This design comes from an exercise in tuning for small area and a short achievable clock period on the open sky130 flow, not from production work.
Where RTL was checked, it was by simulation tests only, not by an equivalence proof against the original.
Power figures rest on the tool's default switching activity, not on a simulated workload.

==> flow/design.v (excerpt) <==
module mac_top #(
   parameter int A_WIDTH = 18,    
   parameter int B_WIDTH = 18,    
   parameter int P_WIDTH = 48     
) (
   input  logic                      clk,
   input  logic                      rst_n,
   input  logic signed [A_WIDTH-1:0] data_a,
   input  logic signed [B_WIDTH-1:0] data_b,
   input  mac_pkg::mac_op_e          op,
   input  logic                      activate_mac,   
   output logic signed [P_WIDTH-1:0] data_p,
   output logic                      p_valid
);
Size: about 1200 cells after synthesis, roughly 90 I/O pins.
==> flow/config.mk <==
export PLATFORM = sky130hd
export DESIGN_NAME = mac_top
export DESIGN_NICKNAME = mac_top
export VERILOG_FILES = /design/flow/design.v
export SDC_FILE = /design/flow/constraint.sdc
export NUM_CORES = 4
export LEC_CHECK = 0
export CAP_MARGIN = 20
export CORE_MARGIN = 2
export CORE_UTILIZATION = 40
export CTS_BUF_LIST = sky130_fd_sc_hd__clkbuf_8
export SLEW_MARGIN = 20
==> flow/constraint.sdc <==
create_clock -name core_clock -period 10.0 [get_ports {clk}]
set_input_delay 2.0000 -clock core_clock [delete_from_list [all_inputs] [get_ports {clk}]]
set_output_delay 2.0000 -clock core_clock [all_outputs]
set_load 0.01 [all_outputs]
standard.sh (not shown) runs the stock make flow with config.mk's settings and CLKGATE_MAP_FILE= SYNTH_SCRIPT=/design/flow/synth_recipe.tcl, a recipe that flattens the netlist after the stock synthesis.
==> flow/flow/run.sh <==
#!/bin/bash
# The standard layout with three changes:
#  - Yosys's coarse 'synth' calls run with -noabc, so that extract_fa sees the
#    full and half adders as the RTL writes them (the later ABC mapping pass is
#    unchanged);
#  - the port buffers are buf_2 cells (buffer_ports -buffer_cell);
#  - timing repair aims at a setup margin of 6.5 ns.
# The SDC (clock period, I/O delays, loads) is the standard flow's, unchanged. Each make
# step's log stays under orfs/logs; make's own output goes to flow_make.log.
set -euo pipefail
grep -q '^proc synth {args} { yosys synth -nofsm -noshare {\*}$args }' synth_recipe.tcl
sed 's/yosys synth -nofsm -noshare /yosys synth -nofsm -noshare -noabc /' synth_recipe.tcl > synth_noabc.tcl
bash standard.sh SYNTH_SCRIPT=$PWD/synth_noabc.tcl SETUP_SLACK_MARGIN=6.5 \
  "BUFFER_PORTS_ARGS=-buffer_cell sky130_fd_sc_hd__buf_2" finish > flow_make.log 2>&1
Rerun with:
--- a/flow/design.v
+++ b/flow/design.v
@@ -34,78 +34,71 @@
          act_q    <= 1'b0;
          clr1_q   <= 1'b0;
          valid1_q <= 1'b0;
          valid2_q <= 1'b0;
       end else begin
          act_q    <= activate_mac;
          clr1_q   <= req & ((op == mac_pkg::MAC_LOAD) | (op == mac_pkg::MAC_CLEAR));
          valid1_q <= req;
          valid2_q <= valid1_q;
       end
    end
-   always_ff @(posedge clk) begin
-      clr2_q <= clr1_q;
-   end
    logic zero1_q, zero2_q;
    always_ff @(posedge clk or negedge rst_n) begin
       if (!rst_n) begin
          zero1_q <= 1'b1;
          zero2_q <= 1'b1;
       end else begin
          zero1_q <= 1'b0;
          zero2_q <= zero1_q;
       end
    end
-   assign clr   = clr2_q | zero2_q;
+   always_ff @(posedge clk) begin
+      clr2_q <= clr1_q | zero2_q;
+   end
+   assign clr   = clr2_q;
    assign valid = valid2_q;
 endmodule
 `timescale 1ns/1ps
 module mac_mult_stage #(
    parameter int A_WIDTH = 18,
    parameter int B_WIDTH = 18,
    parameter int P_WIDTH = 48
 ) (
    input  logic                      clk,
-   input  logic                      rst_n,
    input  logic signed [A_WIDTH-1:0] data_a,
    input  logic signed [B_WIDTH-1:0] data_b,
    input  logic                      kill,      
    input  logic                      sub,       
    output logic        [P_WIDTH-1:0] row0,
    output logic        [P_WIDTH-1:0] row1
 );
    logic [8:0] one, two, neg;
    logic [8:0] one_q, two_q, neg_q;
    logic [B_WIDTH:0] bx;
    logic signed [A_WIDTH-1:0] a_q;
    logic [A_WIDTH:0] ax;
    assign bx = {data_b, 1'b0};
    for (genvar i = 0; i < 9; i++) begin : g_enc
       assign one[i] = (bx[2*i+1] ^ bx[2*i]) & ~kill;
       assign two[i] = ((bx[2*i+2] & ~bx[2*i+1] & ~bx[2*i]) |
                        (~bx[2*i+2] & bx[2*i+1] & bx[2*i])) & ~kill;
       assign neg[i] = (bx[2*i+2] ^ sub) & ~kill;
    end
    always_ff @(posedge clk) begin
       a_q <= data_a;
    end
-   always_ff @(posedge clk or negedge rst_n) begin
-      if (!rst_n) begin
-         one_q <= '0;
-         two_q <= '0;
-         neg_q <= '0;
-      end else begin
-         one_q <= one;
-         two_q <= two;
-         neg_q <= neg;
-      end
+   always_ff @(posedge clk) begin
+      one_q <= one;
+      two_q <= two;
+      neg_q <= neg;
    end
    assign ax = {a_q[A_WIDTH-1], a_q};
    logic pp0_0, pp0_1, pp0_2, pp0_3, pp0_4, pp0_5, pp0_6, pp0_7, pp0_8, pp0_9, pp0_10, pp0_11;
    logic pp0_12, pp0_13, pp0_14, pp0_15, pp0_16, pp0_17, pp0_18, pp1_0, pp1_1, pp1_2, pp1_3, pp1_4;
    logic pp1_5, pp1_6, pp1_7, pp1_8, pp1_9, pp1_10, pp1_11, pp1_12, pp1_13, pp1_14, pp1_15, pp1_16;
    logic pp1_17, pp1_18, pp2_0, pp2_1, pp2_2, pp2_3, pp2_4, pp2_5, pp2_6, pp2_7, pp2_8, pp2_9;
    logic pp2_10, pp2_11, pp2_12, pp2_13, pp2_14, pp2_15, pp2_16, pp2_17, pp2_18, pp3_0, pp3_1, pp3_2;
    logic pp3_3, pp3_4, pp3_5, pp3_6, pp3_7, pp3_8, pp3_9, pp3_10, pp3_11, pp3_12, pp3_13, pp3_14;
    logic pp3_15, pp3_16, pp3_17, pp3_18, pp4_0, pp4_1, pp4_2, pp4_3, pp4_4, pp4_5, pp4_6, pp4_7;
    logic pp4_8, pp4_9, pp4_10, pp4_11, pp4_12, pp4_13, pp4_14, pp4_15, pp4_16, pp4_17, pp4_18, pp5_0;
    logic pp5_1, pp5_2, pp5_3, pp5_4, pp5_5, pp5_6, pp5_7, pp5_8, pp5_9, pp5_10, pp5_11, pp5_12;
@@ -1050,23 +1043,22 @@
       .kill         (kill),
       .sub          (sub),
       .clr          (clr),
       .valid        (valid)
    );
    mac_mult_stage #(
       .A_WIDTH (A_WIDTH),
       .B_WIDTH (B_WIDTH),
       .P_WIDTH (P_WIDTH)
    ) u_mult (
       .clk   (clk),
-      .rst_n (rst_n),
       .data_a (data_a),
       .data_b (data_b),
       .kill  (kill),
       .sub   (sub),
       .row0  (row0),
       .row1  (row1)
    );
    mac_accumulator #(
       .P_WIDTH (P_WIDTH)
    ) u_acc (
       .clk     (clk),
Sequential power is about the same; via count is lower by a few percent; maximum frequency is higher by a few percent; power is lower by roughly a tenth; wire length is lower by a few percent; die area hardly moves; sequential cell count does not change; global-route usage is lower by 1.4 points; final area is lower by a few percent; sequential share of layout area is higher by 0.72 points; critical path depth is lower by 8.
For the first run of this note, only the layout was checked, not whether the RTL still works.

port drivers added, routing unchanged:
The flow's constraints put no driver on any port. The routed layouts listed below were extracted and timed again, unchanged, in two steps. Step 1 (the two cells are an assumption about what drives the block):
set clk [get_ports {clk}]
set_driving_cell -lib_cell sky130_fd_sc_hd__clkbuf_16 $clk
set_driving_cell -lib_cell sky130_fd_sc_hd__buf_2 [delete_from_list [all_inputs] $clk]
Step 2 adds t to the input delays and takes it off the output delays; t is the mean of the earliest and latest rising clock arrival at the registers after step 1. Input paths then give back, and output paths get back, about the clock's delay inside the block. a / b / c = ideal ports / drivers / drivers and shift; a / b = the first two.
run | t (ns) | setup WS [ns] | slew at the worst register clock pin (ns) | worst data-port slew with drivers (ns)
the first run | 0.519 | 6.387 / 6.387 / 6.387 | 0.10 / 0.10 | 0.04
the second run | 0.527 | 6.589 / 6.589 / 6.589 | 0.10 / 0.10 | 0.04
After both steps setup and hold are still met in every run listed.
